What follows belongs to an exercise in optimizing a design on an open flow for small area, a short achievable clock period and few clock cycles per item; a production flow would make more cautious choices. Function was checked by simulation only, so behaviour that the tests miss may differ from the original. Power figures rest on the tool's default switching activity, not on a simulated workload.

$ cat design/flow/design.v
package up_sampler_pkg;
    localparam int unsigned DW_DEF = 8;
    localparam int unsigned TAP_D  = 25;
    localparam int unsigned STRIDE = TAP_D + 2;
endpackage
module up_line_buf #(
    parameter int unsigned N  = 400,
    parameter int unsigned D  = 25,
    parameter int unsigned DW = 8,
    parameter int unsigned K  = N / D,
    parameter int unsigned TW = (K > 1) ? $clog2(K) : 1
) (
    input  logic          clk,
    input  logic          we,
    input  logic [TW-1:0] wtap,
    input  logic [DW-1:0] wdata,
    input  logic [TW-1:0] rtap,
    output logic [DW-1:0] rdata
);
    logic [N-1:0][DW-1:0] r;
    logic [K-1:0][DW-1:0] tap_q;
    for (genvar i = 0; i < N; i++) begin : g_st
        if (i % D == 0) begin : g_tap
            always_ff @(posedge clk)
                r[i] <= (we && wtap == TW'(i / D)) ? wdata : r[(i + N - 1) % N];
        end else begin : g_pass
            always_ff @(posedge clk)
                r[i] <= r[i - 1];
        end
    end
    for (genvar j = 0; j < K; j++) begin : g_rt
        assign tap_q[j] = r[(j * D + N - 1) % N];
    end
    assign rdata = tap_q[rtap];
endmodule
module up_sampler #(
    parameter int unsigned IN_W = 400,
    parameter int unsigned IN_H = 300,
    parameter int unsigned DW   = up_sampler_pkg::DW_DEF
) (
    input  logic          clk,
    input  logic          rst,
    output logic          rd_en,
    input  logic          din_valid,
    input  logic [DW-1:0] din,
    output logic          dout_valid,
    input  logic          dout_ready,
    output logic [DW-1:0] dout,
    output logic          sof,
    output logic          eol,
    output logic          frame_done
);
    localparam int unsigned D   = up_sampler_pkg::TAP_D;
    localparam int unsigned K   = IN_W / D;
    localparam int unsigned TW  = $clog2(K);
    localparam int unsigned OW  = $clog2(D);
    localparam int unsigned CW  = $clog2(IN_W + 1);
    localparam int unsigned LW  = $clog2(IN_H);
    localparam int unsigned IQ  = 2;       
    localparam int unsigned PQ  = 1;       
    localparam int unsigned IPW = (IQ > 1) ? $clog2(IQ) : 1;
    localparam int unsigned PPW = (PQ > 1) ? $clog2(PQ) : 1;
    localparam int unsigned PW  = DW + 3;  
    logic [TW-1:0] rj, wj;
    logic [OW-1:0] ro, wo;
    logic          ralign, walign;      
    logic [CW-1:0] rc;                  
    logic          rlast;               
    logic          rcopy;               
    logic [LW-1:0] rline;
    logic          rline_last;          
    logic [CW-1:0] wc;                  
    logic          wc_open;             
    logic [CW:0]   wr_lead;                
    logic rd_go, wr_go, t01, t10;
    logic [DW-1:0] ring_q;
    logic [PW-1:0]  pq [PQ];
    logic [PPW-1:0] pq_rp, pq_wp;
    logic [PPW:0]   pcnt;
    logic [DW-1:0]  iq [IQ];
    logic [IPW-1:0] iq_rp, iq_wp;
    logic [IPW:0]   icnt;
    logic [DW-1:0]  din_q;
    logic           dv_q;
    logic           rd_en_q, req1, req2;
    logic          hv, hph, heol, hlast;
    logic [DW-1:0] hd;
    logic          sof_q, eol_q, fd_q;
    logic pop, take, adv;
    assign rd_go = ralign && (pcnt != PQ) && (rcopy || (!wr_lead[CW] && wr_lead != '0));
    assign wr_go = walign && (icnt != '0) && (rcopy ? wr_lead[CW] : wc_open);
    assign t01   = rd_go && rlast && !rcopy;
    assign t10   = rd_go && rlast && rcopy;
    up_line_buf #(
        .N (IN_W),
        .D (D),
        .DW(DW),
        .K (K),
        .TW(TW)
    ) u_line_buf (
        .clk  (clk),
        .we   (wr_go),
        .wtap (wj),
        .wdata(iq[iq_rp]),
        .rtap (rj),
        .rdata(ring_q)
    );
    assign adv  = hv & dout_ready & ~hph;
    assign take = ~hv | (dout_ready & hph);
    assign pop  = take & (pcnt != '0);
    logic [PW-1:0] pq_head;
    assign pq_head = pq[pq_rp];
    always_ff @(posedge clk) begin
        if (rst) begin
            rj <= '0; ro <= '0; ralign <= 1'b1;
            wj <= '0; wo <= '0; walign <= 1'b1;
            rc <= '0; rlast <= 1'b0; rcopy <= 1'b0;
            rline <= '0; rline_last <= 1'b0;
            wc <= '0; wc_open <= 1'b1; wr_lead <= '0;
            pq_rp <= '0; pq_wp <= '0; pcnt <= '0;
            iq_rp <= '0; iq_wp <= '0; icnt <= '0;
            dv_q <= 1'b0; rd_en_q <= 1'b0; req1 <= 1'b0; req2 <= 1'b0;
            hv <= 1'b0; hph <= 1'b0; heol <= 1'b0; hlast <= 1'b0;
            sof_q <= 1'b0; eol_q <= 1'b0; fd_q <= 1'b0;
        end else begin
            if (rd_go) begin
                rj <= rj - TW'(2);
                ro <= OW'(D - 1);
                ralign <= 1'b0;
            end else begin
                ralign <= (ro == OW'(D - 1));
                if (ro == OW'(D - 1)) begin
                    rj <= rj + TW'(1);
                    ro <= '0;
                end else begin
                    ro <= ro + OW'(1);
                end
            end
            if (rd_go) begin
                rc    <= rlast ? '0 : rc + CW'(1);
                rlast <= !rlast && (rc == CW'(IN_W - 2));
                if (rlast) begin
                    rcopy <= ~rcopy;
                    if (rcopy) begin
                        rline      <= rline_last ? '0 : rline + LW'(1);
                        rline_last <= !rline_last && (rline == LW'(IN_H - 2));
                    end
                end
            end
            if (t01) begin
                wc <= '0;
                wc_open <= 1'b1;
                wj <= rj - TW'(2);
                wo <= OW'(D - 1);
                walign <= 1'b0;
            end else if (wr_go) begin
                wc <= wc + CW'(1);
                wc_open <= (wc != CW'(IN_W - 1));
                wj <= wj - TW'(2);
                wo <= OW'(D - 1);
                walign <= 1'b0;
            end else begin
                walign <= (wo == OW'(D - 1));
                if (wo == OW'(D - 1)) begin
                    wj <= wj + TW'(1);
                    wo <= '0;
                end else begin
                    wo <= wo + OW'(1);
                end
            end
            if (t01)      wr_lead <= '0;
            else if (t10) wr_lead <= {1'b0, wc} + (wr_go ? 1'b1 : 1'b0);
            else if (wr_go && !rd_go) wr_lead <= wr_lead + 1'b1;
            else if (rd_go && !wr_go) wr_lead <= wr_lead - 1'b1;
            if (rd_go) pq_wp <= (pq_wp == PPW'(PQ - 1)) ? '0 : pq_wp + 1'b1;
            if (pop)   pq_rp <= (pq_rp == PPW'(PQ - 1)) ? '0 : pq_rp + 1'b1;
            pcnt <= pcnt + (rd_go ? 1'b1 : 1'b0) - (pop ? 1'b1 : 1'b0);
            dv_q <= din_valid;
            if (dv_q)  iq_wp <= (iq_wp == IPW'(IQ - 1)) ? '0 : iq_wp + 1'b1;
            if (wr_go) iq_rp <= (iq_rp == IPW'(IQ - 1)) ? '0 : iq_rp + 1'b1;
            icnt <= icnt + (dv_q ? 1'b1 : 1'b0) - (wr_go ? 1'b1 : 1'b0);
            req1 <= rd_en_q;
            req2 <= req1;
            rd_en_q <= ({1'b0, icnt} + (req2 ? 1'b1 : 1'b0) + (req1 ? 1'b1 : 1'b0)
                        + (rd_en_q ? 1'b1 : 1'b0) - (wr_go ? 1'b1 : 1'b0)) < IQ;
            fd_q <= hv & dout_ready & hph & hlast;
            if (adv) begin
                hph   <= 1'b1;
                sof_q <= 1'b0;
                eol_q <= heol;
            end else if (take) begin
                hv    <= pcnt != '0;
                hph   <= 1'b0;
                eol_q <= 1'b0;
                sof_q <= pq_head[DW+2];
                heol  <= pq_head[DW+1];
                hlast <= pq_head[DW];
            end
        end
    end
    always_ff @(posedge clk) begin
        din_q <= din;
        if (take && pcnt != '0) hd <= pq_head[DW-1:0];
        if (rd_go)
            pq[pq_wp] <= {(rline == '0) && !rcopy && (rc == '0), rlast,
                          rcopy && rlast && rline_last, ring_q};
        if (dv_q) iq[iq_wp] <= din_q;
    end
    assign rd_en      = rd_en_q;
    assign dout_valid = hv;
    assign dout       = hd;
    assign sof        = sof_q;
    assign eol        = eol_q;
    assign frame_done = fd_q;
endmodule
$ cat design/flow/run.sh
#!/bin/bash
# synth_recipe.tcl (not shown) runs the flow's synth.tcl, then flattens the netlist and writes it again
# the make line also repeats each setting of config.mk as NAME=value (left out here)
make -C /OpenROAD-flow-scripts/flow DESIGN_CONFIG=/design/flow/config.mk WORK_HOME=/design/flow/orfs CLKGATE_MAP_FILE= SYNTH_SCRIPT=/design/flow/synth_recipe.tcl finish
$ cat design/flow/config.mk
export PLATFORM = sky130hd
export DESIGN_NAME = up_sampler
export DESIGN_NICKNAME = up_sampler
export VERILOG_FILES = /design/flow/design.v
export SDC_FILE = /design/flow/constraint.sdc
export NUM_CORES = 4
export LEC_CHECK = 0
export CAP_MARGIN = 20
export CORE_MARGIN = 2
export CORE_UTILIZATION = 40
export SLEW_MARGIN = 20
$ cat design/flow/constraint.sdc
create_clock -name core_clock -period 5.0 [get_ports {clk}]
set_input_delay 1.0000 -clock core_clock [delete_from_list [all_inputs] [get_ports {clk}]]
set_output_delay 1.0000 -clock core_clock [all_outputs]
set_load 0.01 [all_outputs]
==> notes.md, run 1 <==
* Max Cap Viol at 0
* Vias/cell at 3.93
* Seq cells post-synth at 3322
* Setup bufs post-CTS at 0
* Clk slew on worst S/H paths at 0.07 ns
* First-pass GRT wire length at 150 mm
* Mapped cell area at 0.0721 mm^2
* CTS tree: built
* Reg area at 0.0669 mm^2
* Fill cells at 14900
* Area growth, synth to finish at 17.4%
* Max Buffers Root-to-Sink at 4
* Ys flop type: dfxtp_1
* Crit path from: rcopy$_SDFFE_PP0P_
* Chip width at 429 um
* Number of flops mapped to enable cells by yosys at 35
* Crit-path max FO at 14
* Die area at 0.184 mm^2
* Unrepaired setup endpoints after global routing: false
* Final setup violation count at 0
* Share of cells above drive strength 1 at 0.114
* CTS Buf Count at 291
* All-Layer GR Usage at 0.106
* Metal1 wirelength at 49.2 mm
* HPWL after DPL at 55.7 mm
* Mapped Nets at 4178
* Sequential cell area fraction in the yosys report at 0.927
* Post-DRT Antenna Nets at 0
* Req. time, crit path at 5.69 ns
* NumNets Final at 4453
* DRT iter0 DRCs at 1400
* Initial core utilization at 0.403
* Cells resized by post-CTS repair at 0
* Overall routed net length at 96.9 mm
* Status: timing/DRC/antenna clean
* Via Count at 27400
* Syn avg cell area at 17.5 um^2
* DRC at 0
* Metal2 WL at 38.8 mm
* Crit path capture type: register
* Core Region at 0.179 mm^2
* Endpoints failing hold at 0
* Final period util at 0.779
* LEAKAGE at 33.4 nW
* Post-synthesis async set-or-reset flop share at 0
* Row cnt at 155
* Antenna violations before repair at 9
* Drt first pass iters at 4
* Congestion Overflow GR at 0
* Final instance area at 0.0846 mm^2
* WL per Instance at 13.9 um
* Final Util at 0.473
* # IOs at 25
* Worst Tran Pin Value at 1.12 ns
* Max Clk Rate at 0.257 GHz
* Largest net degree at the start of global routing at 37
* Critical path type: reg -> reg
* Vias in the first global route at 26900
* Dpl cell area at 0.0753 mm^2
* Min Hold Slack at 0.301 ns
* Synth Instances at 4123
* Final Skew at 0.0420 ns
* Worst slew margin at 0.235
* Setup TNS at 0 ns
* Type of the worst min-delay path: reg -> reg
* Area of the multi-input gates at 0.00497 mm^2
* RR Startpoint: rcopy$_SDFFE_PP0P_
* Port bufs at 24
* Die Ht at 429 um
* Worst VDD drop at 0.325 mV
* Final Slew Violations at 0
* PwrDens at 611 mW/mm^2
* Yosys Warn Count at 2
* Final setup margin at 1.10 ns
* Cts hold-fix bufs at 0
* Clk sinks at 3322
* Setup crit start kind: register
* Setup WS pre-CTS at 1.20 ns
* Top Layer Used: met5
* CP arrival at 4.59 ns
* Root Buffer: clkbuf_16
* Synth unique cells at 60
* Gpl congestion at 0.771
* H-tree depth at 5
* Worst-Skew Late Latency at 0.89 ns
* Hold Crit Start: u_line_buf.r[2787]$_DFF_P_
* Fin crit period at 3.90 ns
* Met3 Wirelength at 4.58 mm
state kept, by name, summed over array words and instances (netlist names), 5 cells and up, named ones only:
| name | count |
|---|---|
| wr_lead | 10 |
| wo | 5 |
| iq | 16 |
| ro | 5 |
| rline | 9 |
| rc | 9 |
| pq | 11 |
| din_q | 8 |
| hd | 8 |
| wc | 9 |
| u_line_buf.r | 3200 |
cells by family after synthesis:
logic type,count (synthesis),synth area share
DFF,3322,0.927
adders and majority gates,43,0.00778
buffers and inverters,90,0.00526
and+or+nand+nor,344,0.0216
muxes,50,0.0139
xor gates and xnor gates,52,0.00668
AOI/OAI and AO/OA,222,0.0173
path summary, 6_finish.rpt:
check | slack (ns) | end | cells past startpoint
setup reg to reg | 1.10 | wr_lead[9]$_SDFFE_PP0P_ | 11
hold / removal | 0.30 | u_line_buf.r[2795]$_DFF_P_ | 0
setup / recovery | 1.10 | wr_lead[9]$_SDFFE_PP0P_ | 11
hold reg to reg | 0.30 | u_line_buf.r[2795]$_DFF_P_ | 0
cell usage after synthesis, types with 19 or more instances:
| master | instances | share of area |
|---|---|---|
| nor2_1 | 169 | 0.0088 |
| edfxtp_1 | 35 | 0.015 |
| nand2_1 | 74 | 0.0039 |
| clkbuf_1 | 31 | 0.0016 |
| inv_1 | 34 | 0.0018 |
| xnor2_1 | 25 | 0.0030 |
| a21oi_1 | 130 | 0.0090 |
| xor2_1 | 25 | 0.0030 |
| buf_2 | 19 | 0.0013 |
| dfxtp_1 | 3287 | 0.91 |
| ha_1 | 40 | 0.0069 |
| mux4_2 | 40 | 0.012 |
| o21ai_0 | 53 | 0.0037 |
| nand3_1 | 28 | 0.0019 |
placed cells by master (no fill, tap or decap), types with 5 or more instances in the layout:
cell type           n
dfxtp_1          3285
clkbuf_16         300
nor2_1            162
a21oi_1           130
nand2_1            74
clkbuf_1           61
clkbuf_8           60
o21ai_0            53
clkinv_2           46
mux4_2             40
ha_1               40
edfxtp_1           35
inv_1              34
nand3_1            28
xor2_1             25
xnor2_1            25
clkdlybuf4s50_1    23
nand4_1            13
nor3_1             12
bufinv_16          12
nand2b_1           11
mux2i_4             8
a31oi_1             8
buf_4               8
nor2_2              7
clkinvlp_4          7
and3_1              6
a211oi_1            5
layout make-up:
type,instances,area share
antenna,3,0.0000887
clock buffer,421,0.101
clock inverter,77,0.00914
inverter,37,0.00167
multi-input combinational,711,0.0587
sequential,3322,0.790
tap,2355,0.0348
timing repair buffer,35,0.00432
worst max-delay path: stages, from the launching register on:
cell and delay [ns]:
dfxtp_1 0.60, mux2i_1 0.17, or2_1 0.41, inv_2 0.33, nand2_1 0.33, ha_1 0.45
a2111oi_0 0.44, o21ai_0 0.28, a31o_2 0.29, a21oi_1 0.18, xor2_1 0.16, a31oi_1 0.09
layer usage:
layer | up-vias | GRT usage
met2 | 468 | 0.147
li1 | 13700 | -
met1 | 12900 | 0.149
met3 | 271 | 0.0285
met4 | 4 | 0.0583
met5 | - | 0
through the flow:
step	cells	total power [mW]
finish	6961	51.7
global route	6958	53.7
CTS	6958	52.3
detailed placement	6460	30.9
global placement	6457	30.8
floorplan	4123	30.1
power breakdown:
group          switching (mW)  total (mW)  internal, mW  leakage (nW)
sequential              0.562        28.5          28.0          26.9
combinational            1.05        1.76         0.707          1.96
clock                    8.89        21.4          12.5          4.61
total                    10.5        51.7          41.2          33.4
Testbench counts, summed over its fixed seeds: cycles 1,920,208, items 1,920,000.
==> run 2, diff against run 1 <==
--- a/design/flow/config.mk
+++ b/design/flow/config.mk
@@ -9,3 +9,5 @@
 export CORE_MARGIN = 2
 export CORE_UTILIZATION = 40
+export CTS_CLUSTER_DIAMETER = 100
+export CTS_CLUSTER_SIZE = 30
 export SLEW_MARGIN = 20
==> run 2 against run 1 <==
Net effect:
- critical endpoint unchanged
- clock-buffer cell count fell by 291
- sequential power barely moved
- die area did not move
- register-to-register slack improved by 0.02 ns
- total power fell by 19%
- sequential share of layout area rose by 6.2 points
- still clean on timing, DRC and antenna
- critical path depth did not move
- hold slack improved by 0.0081 ns
- clock skew fell by 0.0011 ns
==> notes.md, run 2 <==
* Req. time, crit path at 5.64 ns (-0.05 ns)
* Largest net degree at the start of global routing at 37 (unchanged)
* Max Buffers Root-to-Sink at 3 (-1)
* Post-DRT Antenna Nets at 0 (unchanged)
* Synth unique cells at 60 (unchanged)
* Core Region at 0.179 mm^2 (unchanged)
* All-Layer GR Usage at 0.0991 (-0.00675)
* Area contributors post-synth: dfxtp_1, edfxtp_1, mux4_2, a21oi_1, nor2_1
* Sequential cell area fraction in the yosys report at 0.927 (unchanged)
* Fin crit period at 3.88 ns (-0.0191 ns)
* Max reg flops at 3200 (unchanged)
* Cells resized by post-CTS repair at 0 (unchanged)
* Grt peak-use layer: met1
* Final Slew Violations at 0 (unchanged)
* Port bufs at 24 (unchanged)
* HPWL after DPL at 55.7 mm (unchanged)
* Gpl congestion at 0.771 (unchanged)
* Met2 Track Usage GR at 0.142 (-0.00492)
* Root Buffer: clkbuf_16
* Seq cells post-synth at 3322 (unchanged)
* Worst Tran Pin Value at 1.11 ns (-0.00946 ns)
* Number of flops mapped to enable cells by yosys at 35 (unchanged)
* Row cnt at 155 (unchanged)
* Area growth, synth to finish at 8.83%
* Post-synthesis async set-or-reset flop share at 0 (unchanged)
* Initial core utilization at 0.403 (unchanged)
* Drt first pass iters at 5 (+1)
* Max Clk Rate at 0.258 GHz (+0.49%)
* Most frequent cells in the layout: dfxtp_1, nor2_1, a21oi_1
* Status: timing/DRC/antenna clean
* Clk sinks at 3322 (unchanged)
* Crit path capture type: register
* NumNets Final at 4282 (-3.8%)
* Congestion Overflow GR at 0 (unchanged)
* # IOs at 25 (unchanged)
* Post-synth top area cell: dfxtp_1
* Clk slew on worst S/H paths at 0.12 ns (+0.05 ns)
* Unrepaired setup endpoints after global routing: false
* Vias/cell at 3.93 (about the same)
* Cts hold-fix bufs at 0 (unchanged)
* Share of cells above drive strength 1 at 0.0502 (-0.0634)
* Most frequent cell after synthesis: dfxtp_1
* Ys flop type: dfxtp_1
* Worst slew margin at 0.241 (+0.00644)
* Final Util at 0.439 (-0.0345)
* Min Hold Slack at 0.309 ns (+0.00810 ns)
* H-tree depth at 3 (-2)
* Setup TNS at 0 ns (unchanged)
* CTS Buf Count at 120 (-59%)
* Global-route met1 utilization at 0.148 (-0.00185)
* CP arrival at 4.52 ns (-0.07 ns)
* Leading cell type in the layout, fill and taps excluded: dfxtp_1
* Yosys Warn Count at 2 (unchanged)
* Biggest register: u_line_buf.r
* Commonest cells post-synth: dfxtp_1, nor2_1, a21oi_1
* Synth Instances at 4123 (unchanged)
* Crit-path max FO at 14 (unchanged)
* Largest regs: u_line_buf.r (3200), iq (16), pq (11)
* Type of the worst min-delay path: reg -> reg
* Setup crit start kind: register
* Overall routed net length at 92.1 mm (-4.9%)
* Worst-Skew Late Latency at 0.78 ns (-0.11 ns)
* PwrDens at 532 mW/mm^2 (-13%)
* Die area at 0.184 mm^2 (unchanged)
* Mapped Nets at 4178 (unchanged)
* Chip width at 429 um (unchanged)
* DRT iter0 DRCs at 1463 (+4.5%)
* First-pass GRT wire length at 141 mm (-6.1%)
* Top-area cell type share of the netlist area at 0.913 (unchanged)
* Final Skew at 0.0409 ns (-0.00110 ns)
* Endpoints failing hold at 0 (unchanged)
* Worst VDD drop at 0.299 mV (-8.0%)
* Final period util at 0.776 (-0.00381)
* Antenna violations before repair at 8 (-1)
* Max Cap Viol at 0 (unchanged)
* Die Ht at 429 um (unchanged)
* GR met3 Demand/Resource at 0.0214 (-0.00707)
* Vias in the first global route at 24600 (-8.6%)
* CTS tree: built
* LEAKAGE at 30.4 nW (-9.2%)
* Setup bufs post-CTS at 0 (unchanged)
* Final setup violation count at 0 (unchanged)
* Fill cells at 15500 (+4.0%)
* WL per Instance at 14.0 um (+0.23%)
* Syn avg cell area at 17.5 um^2 (unchanged)
* Mapped cell area at 0.0721 mm^2 (unchanged)
* DRC at 0 (unchanged)
* Via Count at 25900 (-5.2%)
* Critical path type: reg -> reg
run 2: path summary, 6_finish.rpt:
path,from,to,slack [ns],depth (start not counted)
worst max-delay path,rcopy$_SDFFE_PP0P_,wr_lead[9]$_SDFFE_PP0P_,1.12,11
worst min-delay path,u_line_buf.r[1782]$_DFF_P_,u_line_buf.r[1790]$_DFF_P_,0.31,0
worst max register to register,rcopy$_SDFFE_PP0P_,wr_lead[9]$_SDFFE_PP0P_,1.12,11
worst min register to register,u_line_buf.r[1782]$_DFF_P_,u_line_buf.r[1790]$_DFF_P_,0.31,0
run 2: kinds of logic after synthesis:
kind of cell,share of synthesized area
fa+ha+maj,0.00778
buf+inv,0.00526
simple gates,0.0216
flops,0.927
xor+xnor,0.00668
mux,0.0139
compound gates,0.0173
run 2: where the power goes:
| part | switching (mW) | internal, mW | total (mW) |
|---|---|---|---|
| clock network | 7.10 | 4.41 | 11.5 |
| registers | 0.556 | 27.9 | 28.5 |
| logic | 1.05 | 0.707 | 1.76 |
run 2: layer usage:
metal / wire (um) / part of all wire / vias up
met5: 0 / 0 / -
met4: 2840 / 0.031 / 0
met3: 3460 / 0.038 / 157
met2: 37100 / 0.40 / 290
met1: 48800 / 0.53 / 12300
li1: - / - / 13200
run 2: cell type report:
type / count / area, um^2 / share of cell area
clock buffers: 130 / 3060 / 0.0390
well taps: 2355 / 2950 / 0.0376
flip-flops and latches: 3322 / 66900 / 0.852
clock inverters: 6 / 92.6 / 0.00118
diodes: 6 / 15.0 / 0.000191
multi-input cells: 711 / 4970 / 0.0633
inverters: 37 / 141 / 0.00180
repair buffers: 35 / 365 / 0.00466
run 2: worst max-delay path, cell delays in order, from the launching register on:
cell and delay (ns):
dfxtp_1 0.62, mux2i_1 0.17, or2_1 0.41, inv_2 0.33
nand2_1 0.33, ha_1 0.45, a2111oi_0 0.45, o21ai_0 0.27
a31o_2 0.28, a21oi_1 0.18, xor2_1 0.16, a31oi_1 0.09
run 2: per-stage QoR:
step	cell area, um^2	cells	power (mW)	setup slack (ns)
global route	78400	6596	43.4	0.717
finish	78400	6602	41.8	1.12
floorplan	72100	4123	30.1	1.91
detailed placement	75300	6460	30.9	1.20
CTS	78400	6596	42.2	1.17
global placement	75200	6457	30.8	1.41
==> run 3, diff against run 2 <==
--- a/design/flow/config.mk
+++ b/design/flow/config.mk
@@ -6,8 +6,10 @@
 export NUM_CORES = 4
 export LEC_CHECK = 0
+export ABC_CLOCK_PERIOD_IN_PS = 2000
 export CAP_MARGIN = 20
 export CORE_MARGIN = 2
-export CORE_UTILIZATION = 40
+export CORE_UTILIZATION = 55
 export CTS_CLUSTER_DIAMETER = 100
-export CTS_CLUSTER_SIZE = 30
+export CTS_CLUSTER_SIZE = 25
+export SETUP_SLACK_MARGIN = 3.0
 export SLEW_MARGIN = 20
==> run 3 against run 2 <==
Net effect:
- still clean on timing, DRC and antenna
- via count up 2.2%
- setup slack improved by 1.1 ns
- total power up 5.5%
- die area fell by 27%
- register-to-register slack better by 1.1 ns
- utilization increased by 18 points
- sequential power is essentially flat
- hold slack better by 0.0040 ns
==> notes.md, run 3 <==
* Reg2reg path depth at 12 (+1)
* R2R setup slack at 2.22 ns (+1.10 ns)
* Overall routed net length at 93.4 mm (+1.4%)
* Worst slew margin at 0.378 (+0.137)
* Final setup violation count at 0 (unchanged)
* LEAKAGE at 31.4 nW (+3.3%)
* Reg area at 0.0669 mm^2 (about the same)
* Port bufs at 24 (unchanged)
* DRC at 0 (unchanged)
* Drt first pass iters at 5 (unchanged)
* # IOs at 25 (unchanged)
* Post-DRT Antenna Nets at 0 (unchanged)
* Mapped cell area at 0.0721 mm^2 (unchanged)
* Post-synthesis async set-or-reset flop share at 0 (unchanged)
* Final setup margin at 2.22 ns (+1.10 ns)
* Sw Pwr at 9.26 mW (+6.3%)
* Clk slew on worst S/H paths at 0.10 ns (-0.02 ns)
* Area of the multi-input gates at 0.00538 mm^2 (+8.3%)
* Top-area cell type share of the netlist area at 0.913 (unchanged)
* Setup TNS at 0 ns (unchanged)
* Crit path capture type: register
* Leading cell type in the layout, fill and taps excluded: dfxtp_1
* Share of cells above drive strength 1 at 0.0925 (+0.0423)
* Setup crit start kind: register
* Synth unique cells at 60 (unchanged)
* Fill cells at 9476 (-39%)
* Cts hold-fix bufs at 0 (unchanged)
* Most frequent cells in the layout: dfxtp_1, nor2_1, clkbuf_16
* Max Buffers Root-to-Sink at 3 (unchanged)
* CTS tree: built
* Unrepaired setup endpoints after global routing: true
* Congestion Overflow GR at 0 (unchanged)
* Critical-path cell list: nor4_4 -> a31oi_4 -> o21ai_4 -> nand2_4 -> buf_12 -> ha_4 -> a211oi_4 -> o21ai_2 -> a31o_2 -> a21oi_2 -> xor2_1 -> a31oi_1
* H-tree depth at 4 (+1)
* R2R Path End: wr_lead[9]$_SDFFE_PP0P_
* Yosys Warn Count at 2 (unchanged)
* Simple-gate area share of the yosys netlist at 0.0216 (unchanged)
* Largest net degree at the start of global routing at 42 (+14%)
* Endpoints failing hold at 0 (unchanged)
* DRT iter0 DRCs at 1446 (-1.2%)
* Biggest register: u_line_buf.r
* Number of flops mapped to enable cells by yosys at 35 (unchanged)
* Chip width at 366 um (-15%)
* Synth Area in Adders at 0.00778 (unchanged)
* Area contributors post-synth: dfxtp_1, edfxtp_1, mux4_2, a21oi_1, nor2_1
* Max Cap Viol at 0 (unchanged)
* Gpl congestion at 0.733 (-5.0%)
* WL per Instance at 15.3 um (+9.6%)
* Share of power burned in registers at 0.648 (-0.034)
* PwrDens at 552 mW/mm^2 (+3.6%)
* First-pass GRT wire length at 141 mm (+0.16%)
* Largest regs: u_line_buf.r (3200), iq (16), pq (11)
* Worst VDD drop at 0.428 mV (+43%)
* Syn avg cell area at 17.5 um^2 (unchanged)
* Fin crit period at 2.78 ns (-1.10 ns)
* Row cnt at 132 (-15%)
* Critical path type: reg -> reg
* Comb pwr share at 0.057 (+0.015)
* Worst-Skew Late Latency at 0.78 ns (about the same)
* Clk sinks at 3322 (unchanged)
* HPWL after DPL at 53.3 mm (-4.4%)
* Vias/cell at 4.34 (+10%)
* CTS Buf Count at 151 (+26%)
* Req. time, crit path at 5.65 ns (about the same)
* Post-synth top area cell: dfxtp_1
* Synth Area in Compound Gates at 0.0173 (unchanged)
* Critical Path Sink: wr_lead[9]$_SDFFE_PP0P_
* Worst Tran Pin Value at 0.914 ns (-0.201 ns)
* Crit path from: wr_lead[6]$_SDFFE_PP0P_
* Type of the worst min-delay path: reg -> reg
* Final Slew Violations at 0 (unchanged)
* Vias in the first global route at 25100 (+2.3%)
* Antenna violations before repair at 11 (+3)
* Initial core utilization at 0.555 (+0.152)
* Net Sw Frac at 0.210 (+0.00156)
* Core Region at 0.130 mm^2 (-27%)
* Root Buffer: clkbuf_16
* Max reg flops at 3200 (unchanged)
* Slowest CP cell: nor4_4
* Crit-path max FO at 4 (-10)
* Seq cells post-synth at 3322 (unchanged)
* RR Startpoint: wr_lead[6]$_SDFFE_PP0P_
* Sequential cell area fraction in the yosys report at 0.927 (unchanged)
* Status: timing/DRC/antenna clean
* Clk pwr share at 0.295 (+0.020)
* Die area at 0.134 mm^2 (-27%)
* Synth Area in XOR/XNOR at 0.00668 (unchanged)
* Largest family of logic cells by synthesized area: simple AND/OR/NAND/NOR gates
* Final Skew at 0.0275 ns (-0.0133 ns)
* Synth Instances at 4123 (unchanged)
* Area growth, synth to finish at 10.8%
* Worst path max stage delay at 0.38 ns (-0.24 ns)
* Setup WS pre-CTS at 1.43 ns (+0.232 ns)
* Max Clk Rate at 0.359 GHz (+39%)
* NumNets Final at 4384 (+2.4%)
* Internal at 34.8 mW (+5.3%)
* Most frequent cell after synthesis: dfxtp_1
* CP arrival at 3.43 ns (-1.09 ns)
* Ys flop type: dfxtp_1
* Via Count at 26500 (+2.2%)
* Final period util at 0.556 (-0.219)
* All-Layer GR Usage at 0.137 (+0.0383)
* Commonest cells post-synth: dfxtp_1, nor2_1, a21oi_1
* Mapped Nets at 4178 (unchanged)
* Mux cell area share after synthesis at 0.0139 (unchanged)
* Die Ht at 366 um (-15%)
[run 3: critical path: cells and delay by family, from the launching register on]
kind	cells	cell delay, ns
flops	1	0.37
buf+inv	1	0.16
compound gates	7	1.26
fa+ha+maj	1	0.22
xor+xnor	1	0.15
simple gates	2	0.50
[run 3: area by class of cell]
| class | count | share of cell area |
|---|---|---|
| Multi-Input combinational cell | 712 | 0.0674 |
| Antenna cell | 9 | 0.000282 |
| Inverter | 37 | 0.00222 |
| Clock buffer | 169 | 0.0492 |
| Timing Repair inverter | 2 | 0.000251 |
| Timing Repair Buffer | 103 | 0.0143 |
| Tap cell | 1742 | 0.0273 |
| Clock inverter | 10 | 0.00179 |
| Sequential cell | 3322 | 0.837 |
[run 3: metal layers]
metal  vias to the layer above  part of all wire  GRT usage  routed length [um]
li1                      13400                 -          -                   -
met1                     12600              0.54      0.215               50400
met2                       363              0.40      0.189               37000
met3                       167             0.038     0.0289                3580
met4                         0             0.026     0.0461                2460
met5                         -                 0          0                   0
[run 3: power by group through the flow]
stage	clock (mW)	combinational [mW]	sequential (mW)
4_1_cts	13.5	2.13	28.6
5_1_grt	14.4	2.74	28.7
6_report	13.0	2.53	28.5
3_3_place_gp	0	1.67	29.2
2_1_floorplan	0	1.32	28.8
3_5_place_dp	0	1.69	29.2
[run 3: stage by stage]
step	util	hold slack [ns]	std cells	area (um^2)	total power, mW
after floorplan	-	0.310	4123	72200	30.2
after global placement	0.574	0.310	5854	74600	30.8
after detailed placement	0.574	0.312	5854	74600	30.9
after CTS	0.610	0.315	6060	79200	44.2
after global routing	0.615	0.321	6097	79900	45.9
final	0.615	0.313	6106	79900	44.1
[run 3: cell families after synthesis]
kind of cell | count (synthesis)
DFF | 3322
muxes | 50
buffers and inverters | 90
AOI/OAI and AO/OA | 222
and+or+nand+nor | 344
xor gates and xnor gates | 52
adders and majority gates | 43
[run 3: worst min-delay path by stage]
stage / startpoint / to / slack [ns] / cells after the start
detailed placement: u_line_buf.r[1569]$_DFF_P_ / u_line_buf.r[1577]$_DFF_P_ / 0.31 / 0
CTS: u_line_buf.r[1913]$_DFF_P_ / u_line_buf.r[1921]$_DFF_P_ / 0.32 / 0
finish: u_line_buf.r[1944]$_DFF_P_ / u_line_buf.r[1952]$_DFF_P_ / 0.31 / 0
floorplan: u_line_buf.r[1000]$_DFF_P_ / u_line_buf.r[1008]$_DFF_P_ / 0.31 / 0
global route: u_line_buf.r[3171]$_DFF_P_ / u_line_buf.r[3179]$_DFF_P_ / 0.32 / 0
global placement: u_line_buf.r[116]$_DFF_P_ / u_line_buf.r[124]$_DFF_P_ / 0.31 / 0
[run 3: what timing repair did]
item | in CTS | in global routing
gates resized for setup | 123 | 73
cloned | 2 | 6
endpoints found under the setup margin | 202 | 104
setup buffers | 25 | 31
endpoints found under the hold margin | 0 | 0
pin swaps | 16 | 37

## what the ideal ports hide
How much do the figures lean on ideal ports? The routed layouts below were timed once more, with nothing changed but the port constraints.
Step 1, drivers: a clkbuf_16 drives clk and a buf_2 each remaining input, both assumed.
Step 2, shift: input delay + t, output delay - t, t = (earliest + latest rising clock arrival at the registers) / 2. This alone moves slack from input paths to output paths.
Slacks: ideal / step 1 / step 2; pairs: ideal / step 1.
run | t (ns) | setup WS [ns] | worst data-port slew with drivers (ns)
run 1 | 0.931 | 1.103 / 1.103 / 1.103 | 0.06
run 2 | 0.825 | 1.122 / 1.122 / 1.122 | 0.06
run 3 | 0.831 | 2.218 / 2.216 / 2.143 | 0.03
After both steps every run listed still meets setup and hold. For run 3, which loses most, drivers alone change the setup slack by -0.002 ns; drivers and shift together by -0.075 ns.
